This design comes from an exercise in tuning for a short achievable clock period and few clock cycles per item on the open sky130 flow, not from production work.
The RTL was checked by simulation tests, not by an equivalence proof against the original design.
Power and IR drop assume default switching activity.

==> flow/design.v (excerpt) <==
module ppm_frame_decoder_calibrated #(
    parameter int FRAME_SLOTS = 7
) (
    input  logic         i_clk,
    input  logic         i_rst_n,
    input  logic         i_in_valid,
    output logic         o_in_ready,
    input  ppmfd_pkg::t_us i_in_interval_us,
    output logic         o_out_valid,
    input  logic         i_out_ready,
    output ppmfd_pkg::t_axis o_out_axis_x,
    output ppmfd_pkg::t_axis o_out_axis_y,
    output ppmfd_pkg::t_axis o_out_axis_rx,
    output ppmfd_pkg::t_axis o_out_axis_ry,
    output logic         o_out_button_a,
    output logic         o_out_button_b,
    input  logic         i_cfg_valid,
    output logic         o_cfg_ready,
    input  ppmfd_pkg::t_cfg_idx i_cfg_idx,
    input  ppmfd_pkg::t_us i_cfg_data
);
Size in the first run: about 77 I/O pins.
==> flow/config.mk <==
export PLATFORM = sky130hd
export DESIGN_NAME = ppm_frame_decoder_calibrated
export DESIGN_NICKNAME = ppm_frame_decoder_calibrated
export VERILOG_FILES = /design/flow/design.v
export SDC_FILE = /design/flow/constraint.sdc
export NUM_CORES = 4
export LEC_CHECK = 0
export CAP_MARGIN = 20
export CORE_MARGIN = 2
export CORE_UTILIZATION = 40
export CTS_CLUSTER_DIAMETER = 80
export CTS_CLUSTER_SIZE = 20
export PLACE_DENSITY = 0.6
export SETUP_SLACK_MARGIN = 5
export SLEW_MARGIN = 20
==> flow/constraint.sdc <==
create_clock -name core_clock -period 10.0 [get_ports {i_clk}]
set_input_delay 2.0000 -clock core_clock [delete_from_list [all_inputs] [get_ports {i_clk}]]
set_output_delay 2.0000 -clock core_clock [all_outputs]
set_load 0.01 [all_outputs]
standard.sh (not shown) runs the stock make flow with config.mk's settings and CLKGATE_MAP_FILE= SYNTH_SCRIPT=/design/flow/synth_recipe.tcl, a recipe that flattens the netlist after the stock synthesis.
==> flow/flow/run.sh <==
#!/bin/bash
MARGIN=${MARGIN:-7}
sed -E "s/SETUP_SLACK_MARGIN=[^ ]+/SETUP_SLACK_MARGIN=${MARGIN}/" standard.sh > standard_margin.sh
bash standard_margin.sh > standard.log 2>&1
status=$?
tail -5 standard.log
exit $status
Testbench counts at the start, summed over its fixed seeds: cycles 11,296, frames 1,590.
Edit:
CTS_CLUSTER_SIZE = 25   (was 20)
Global-route usage hardly moves.
Wire length rose by about 0.7%.
Power rose by about 1%.
Cell count hardly moves.
Clock power stays flat.
Count of clock-buffer cells in the layout fell by 19.
Final area stays flat.
Area after synthesis does not change.
Flip-flop and latch count stays the same.
First-iteration DRC count rose by about 5%.

========
Setup of run 1:
ppm_frame_decoder_calibrated, a different RTL version from the one above (not shown whole).
For scale: about 77 I/O pins, ~79000 sq um of cells after synthesis.
==> flow/config.mk <==
export PLATFORM = sky130hd
export DESIGN_NAME = ppm_frame_decoder_calibrated
export DESIGN_NICKNAME = ppm_frame_decoder_calibrated
export VERILOG_FILES = /design/flow/design.v
export SDC_FILE = /design/flow/constraint.sdc
export NUM_CORES = 4
export LEC_CHECK = 0
export CAP_MARGIN = 20
export CORE_MARGIN = 2
export CORE_UTILIZATION = 40
export CTS_CLUSTER_DIAMETER = 80
export CTS_CLUSTER_SIZE = 20
export PLACE_DENSITY = 0.6
export SETUP_SLACK_MARGIN = 5
export SLEW_MARGIN = 20
==> flow/constraint.sdc <==
create_clock -name core_clock -period 10.0 [get_ports {i_clk}]
set_input_delay 2.0000 -clock core_clock [delete_from_list [all_inputs] [get_ports {i_clk}]]
set_output_delay 2.0000 -clock core_clock [all_outputs]
set_load 0.01 [all_outputs]
==> flow/flow/run.sh <==
#!/bin/bash
MARGIN=${MARGIN:-6.8}
sed -E "s/SETUP_SLACK_MARGIN=[^ ]+/SETUP_SLACK_MARGIN=${MARGIN}/" standard.sh > standard_margin.sh
bash standard_margin.sh > standard.log 2>&1
status=$?
tail -5 standard.log
exit $status
Testbench counts of run 1, summed over its fixed seeds: cycles 11,280, frames 1,590.
### run 1 -> run 2
==> flow/flow/run.sh <==
#!/bin/bash
MARGIN=${MARGIN:-7}
sed -E -e "s/SETUP_SLACK_MARGIN=[^ ]+/SETUP_SLACK_MARGIN=${MARGIN} SKIP_CTS_REPAIR_TIMING=1/" standard.sh > standard_margin.sh
bash standard_margin.sh > standard.log 2>&1
status=$?
tail -5 standard.log
exit $status
## What came out
Run 2: flow completed, timing, DRC and antenna clean. Share of power burned in the clock network was lower in the run labelled run 2. From run 1 to run 2 the numbers moved as follows: utilization higher, static leakage power rose by 1.3%, final worst-path setup slack moved down. Diff run 1 -> run 2: worst endpoint data arrival time rose 0.02 ns; number of non-clock buffers in the layout rose 81; routed wire length up 0.54%; register area flat; power higher. Run 2 ends up with higher count of clock-net buffers in the final layout than run 1 does. Run 2 vs. run 1: met3 track demand over resource went down by 0.45 points.
Input changes introduced in run 3 (baseline for comparison: run 2):
==> flow/flow/run.sh <==
#!/bin/bash
MARGIN=${MARGIN:-7}
sed -E "s/SETUP_SLACK_MARGIN=[^ ]+/SETUP_SLACK_MARGIN=${MARGIN}/" standard.sh > standard_margin.sh
bash standard_margin.sh > standard.log 2>&1
status=$?
tail -5 standard.log
exit $status
## What came out
- Changes observed in run 3 relative to run 2: internal power shows an increase of about 0.8%; routed wire length shows an increase of about 1.5%; required arrival time at the worst endpoint shows a reduction of 0.03 ns; wire length on met1 shows an increase of 1.7%.
- Run 2 -> run 3: final cell count increased slightly
Setup changes, run 3 to run 4
diff --git a/flow/config.mk b/flow/config.mk
--- a/flow/config.mk
+++ b/flow/config.mk
@@ -9,6 +9,6 @@
 export CORE_MARGIN = 2
-export CORE_UTILIZATION = 40
+export CORE_UTILIZATION = 50
 export CTS_CLUSTER_DIAMETER = 80
 export CTS_CLUSTER_SIZE = 20
-export PLACE_DENSITY = 0.6
+export PLACE_DENSITY = 0.65
 export SETUP_SLACK_MARGIN = 5
Findings:
The area used by sequential logic in the layout on run 4 is in line with that on run 3. Count of clock-buffer cells in the layout (run 4 over run 3): decrease, 3. Run 4 went all the way through the flow, and no timing, DRC or antenna check failed. Going from run 3 to run 4, met3 track utilization from global routing grows by 1.0 points. Proportion of power drawn by combinational gates | run 4 above run 3. Higher setup slack goes to run 3 over run 4. From run 3 to run 4 the numbers moved as follows: power in the clock group dropped about 9%; footprint of the multi-input gates ~0 delta.
--- input diff run 4..run 5 ---
diff --git a/flow/config.mk b/flow/config.mk
--- a/flow/config.mk
+++ b/flow/config.mk
@@ -10,5 +10,3 @@
 export CORE_UTILIZATION = 50
-export CTS_CLUSTER_DIAMETER = 80
-export CTS_CLUSTER_SIZE = 20
-export PLACE_DENSITY = 0.65
+export PLACE_DENSITY = 0.8
 export SETUP_SLACK_MARGIN = 5
### Flow results
- Run 5 finished end to end and its layout was clean on timing, DRC and antenna.
- [compare] base=run 4 new=run 5: wire length held; flip-flop and latch share of the layout cell area barely changed; total of fill cells in the finished design decreased by 794 relative to the old numbers.
- Number of flops mapped to enable cells by yosys came out exactly the same in run 5 and run 4.
- Relative to run 4, the multi-input gate share of total cell area of run 5 is lower by 0.38 points.
- | worst slew margin relative to its limit | run 5 vs run 4 | better |

static timing again, ports no longer ideal:
The flow's constraints put no driver on any port. The routed layouts listed below were extracted and timed again, unchanged, in two steps.
Step 1: set_driving_cell puts a clkbuf_16 on i_clk and a buf_2 on each other input, an assumption about the parent block.
Step 2, shift: input delay + t, output delay - t, t = (earliest + latest rising clock arrival at the registers) / 2. This alone moves slack from input paths to output paths.
a / b / c = no drivers / after step 1 / after step 2; a / b = the first two.
run | t, ns | setup slack, ns | worst data-port slew with drivers (ns)
the first run of note 1 | 0.837 | 6.758 / 6.664 / 6.259 | 0.03
the second run of note 1 | 0.852 | 6.757 / 6.665 / 6.253 | 0.03
run 1 | 0.828 | 6.706 / 6.672 / 6.099 | 0.06
run 2 | 0.799 | 6.675 / 6.675 / 6.288 | 0.05
run 3 | 0.807 | 6.739 / 6.688 / 6.300 | 0.05
run 4 | 0.792 | 6.726 / 6.655 / 6.105 | 0.09
run 5 | 0.827 | 6.663 / 6.663 / 6.294 | 0.12
After both steps every run listed still meets setup and hold. For run 4, which loses most, drivers alone change the setup slack by -0.071 ns; drivers and shift together by -0.621 ns.
